What follows belongs to an exercise in optimizing a design on an open flow for small area, a short achievable clock period and few clock cycles per item; a production flow would make more cautious choices. The RTL was checked by simulation tests, not by an equivalence proof against the original design.

Design swept_box_collision_response_unit, start of the top module:
module swept_box_collision_response_unit (
    input  wire         clk,
    input  wire         rst_n,
    input  wire         psel,
    input  wire         penable,
    input  wire         pwrite,
    input  wire  [2:0]  paddr,
    input  wire  [31:0] pwdata,
    output logic [31:0] prdata,
    output logic        pready,
    input  wire         in_valid,
    output logic        in_ready,
    input  wire  signed [23:0] own_left,
    input  wire  signed [23:0] own_top,
    input  wire  [22:0] own_width,
    input  wire  [22:0] own_height,
    input  wire  signed [23:0] own_speed_x,
    input  wire  signed [23:0] own_speed_y,
    input  wire  signed [23:0] other_left,
    input  wire  signed [23:0] other_top,
    input  wire  [22:0] other_width,
    input  wire  [22:0] other_height,
    input  wire  signed [23:0] other_speed_x,
    input  wire  signed [23:0] other_speed_y,
    output logic        out_valid,
    input  wire         out_ready,
    output logic signed [23:0] new_left,
    output logic signed [23:0] new_top,
    output logic        overlapped,
    output logic [3:0]  contact_flags
);
    logic [23:0] tick_reg;
    assign pready = 1'b1;
    always_ff @(posedge clk or negedge rst_n)
    begin
        if (!rst_n)
            tick_reg <= 24'd65536;
        else if (psel && penable && pwrite && !paddr[2])
            tick_reg <= pwdata[23:0];
    end
    assign prdata = paddr[2] ? 32'd0 : {8'd0, tick_reg};
    logic en;        
    logic sk_v;      
    assign en       = !sk_v;
    assign in_ready = en;
    logic        e1_cx_n, e1_cy_n, e1_hit_n;
    logic [22:0] e1_ux_n, e1_vx_n, e1_uy_n, e1_vy_n;
    logic [1:0]  e1_fx_n, e1_fy_n;
    logic signed [24:0] dvx_p, dvx_m, dvy_p, dvy_m;
    logic        hx, hy;
    sbc_axis u_ax (.ol(own_left), .ow(own_width), .xl(other_left), .xw(other_width),
                   .u(e1_ux_n), .v(e1_vx_n), .c(e1_cx_n), .h(hx), .f(e1_fx_n));
    sbc_axis u_ay (.ol(own_top), .ow(own_height), .xl(other_top), .xw(other_height),
  ...
Size in the first run: ~21,000 cells after synthesis, roughly 2,700 flip-flops, about 410 I/O pins.
Settings: LEC_CHECK=0, CAP_MARGIN=20, CORE_MARGIN=2, CORE_UTILIZATION=60, CTS_BUF_LIST=sky130_fd_sc_hd__clkbuf_8, CTS_CLUSTER_DIAMETER=80, CTS_CLUSTER_SIZE=14, SLEW_MARGIN=20; clock period 10.0 ns.
standard.sh (not shown) runs the stock make flow with config.mk's settings and CLKGATE_MAP_FILE= SYNTH_SCRIPT=/design/flow/synth_recipe.tcl, a recipe that flattens the netlist after the stock synthesis.
==> flow/flow/run.sh <==
#!/bin/bash
# Standard layout (the standard.sh: standard synthesis, ORFS flow, same
# config) with these ORFS settings added on make's command line:
#   SETUP_SLACK_MARGIN (flow/margin.txt): the slack, at the design's clock
#     period, that ORFS's repair_timing aims for;
#   flow/extra.txt: further make variables (sizing freedom, port buffer cell).
# All of make's output goes to standard_margin.log; ORFS keeps each step's
# own log under orfs/logs.
set -euo pipefail
MARGIN=$(cat flow/margin.txt)
EXTRA=$(cat flow/extra.txt)
sed -e "s|CLKGATE_MAP_FILE= |CLKGATE_MAP_FILE= SETUP_SLACK_MARGIN=${MARGIN} ${EXTRA} |" standard.sh > standard_margin.sh
bash standard_margin.sh > standard_margin.log 2>&1
==> flow/flow/extra.txt <==
'BUFFER_PORTS_ARGS=-buffer_cell sky130_fd_sc_hd__buf_4'
==> flow/flow/margin.txt <==
5.75
Testbench counts at the start, summed over its fixed seeds: cycles 9,728, items 9,600.
Rerun with:
==> flow/flow/margin.txt (replaced) <==
5.3
Non-clock buffer count falls by 549.
Wire length falls by 5.5%.
Cell area falls by 3.6%.
First-iteration DRC count falls by 4.1%.
Die area does not change.

swept_box_collision_response_unit again, from the RTL that the note above started with.
export LEC_CHECK = 0
export CAP_MARGIN = 20
export CORE_MARGIN = 2
export CORE_UTILIZATION = 60
export CTS_BUF_LIST = sky130_fd_sc_hd__clkbuf_8
export CTS_CLUSTER_DIAMETER = 80
export CTS_CLUSTER_SIZE = 14
export SLEW_MARGIN = 20
create_clock -name core_clock -period 10.0 [get_ports {clk}]
==> flow/flow/margin.txt <==
5.6
Scripts as last shown in full above: flow/flow/run.sh, flow/flow/extra.txt
The starting point finished with timing, DRC and antenna clean.
Testbench counts at the start, summed over its fixed seeds: cycles 9,728, items 9,600.
Next try:
==> flow/flow/margin.txt (replaced) <==
5.4
--- a/flow/config.mk
+++ b/flow/config.mk
@@ -9,3 +9,3 @@
 export CORE_MARGIN = 2
-export CORE_UTILIZATION = 60
+export CORE_UTILIZATION = 70
 export CTS_BUF_LIST = sky130_fd_sc_hd__clkbuf_8
Result:
- design area is lower by about 2%
- die area is lower by about 14%
- synthesized area stays the same
- cell count is lower by 4.0%
- non-clock buffer count is lower by 244
- via count is higher by 0.94%
- register-to-register slack got worse by 220 ps
Next try:
--- a/flow/config.mk
+++ b/flow/config.mk
@@ -9,6 +9,4 @@
 export CORE_MARGIN = 2
-export CORE_UTILIZATION = 70
+export CORE_UTILIZATION = 60
 export CTS_BUF_LIST = sky130_fd_sc_hd__clkbuf_8
-export CTS_CLUSTER_DIAMETER = 80
-export CTS_CLUSTER_SIZE = 14
 export SLEW_MARGIN = 20
Effect: The changed run passed the timing, DRC and antenna checks. Die area increases by 17%. Utilization decreases by 9.1 points. Maximum frequency increases by 3.9%. Synthesized area does not change. Register-to-register slack gets better by 180 ps. Synthesized cell count is unchanged. Sequential share of layout area decreases by 0.81 points.
Next try:
==> flow/flow/margin.txt (replaced) <==
5.5
--- a/flow/config.mk
+++ b/flow/config.mk
@@ -11,2 +11,4 @@
 export CTS_BUF_LIST = sky130_fd_sc_hd__clkbuf_8
+export CTS_CLUSTER_DIAMETER = 80
+export CTS_CLUSTER_SIZE = 14
 export SLEW_MARGIN = 20
=>
- The new run finished with timing, DRC and antenna clean
- worst setup slack improves by 47 ps
- fmax goes up by 1.0%
- sequential share of layout area grows by 0.40 points
- final area is lower by 1.2%
- wire length climbs by 0.32%
- via count shrinks by 0.52%
- critical path depth rose by 8
- area after synthesis stays the same

## separate check: timing with driven ports
In the flow no input, the clock included, has a driving cell. The finished layouts below were timed again as built, in two steps.
Step 1: set_driving_cell puts a clkbuf_16 on clk and a buf_2 on each other input, an assumption about the parent block.
Step 2 also shifts input and output timing later by t, the mid clock arrival at the registers, as if the neighbouring blocks saw the same clock.
a / b / c = ideal ports / drivers / drivers and shift; a / b = the first two.
run | shift t [ns] | setup WS [ns] | worst register clock-pin slew, ns | worst slew at a driven data input, ns
the first run of note 1 | 1.272 | 5.430 / 5.394 / 4.378 | 0.11 / 0.11 | 0.31
the second run of note 1 | 1.264 | 5.338 / 5.338 / 4.174 | 0.11 / 0.11 | 0.16
the first run of note 2 | 1.268 | 5.474 / 5.474 / 4.353 | 0.11 / 0.11 | 0.16
the second run of note 2 | 1.264 | 5.256 / 5.256 / 4.212 | 0.11 / 0.11 | 0.18
the third run of note 2 | 1.252 | 5.434 / 5.434 / 4.278 | 0.07 / 0.07 | 0.17
the fourth run of note 2 | 1.266 | 5.481 / 5.481 / 4.314 | 0.11 / 0.11 | 0.15
After both steps every run listed still meets setup and hold. The setup slack of the fourth run of note 2, which loses most, moves by 0.000 ns with the drivers and by -1.167 ns with both steps.
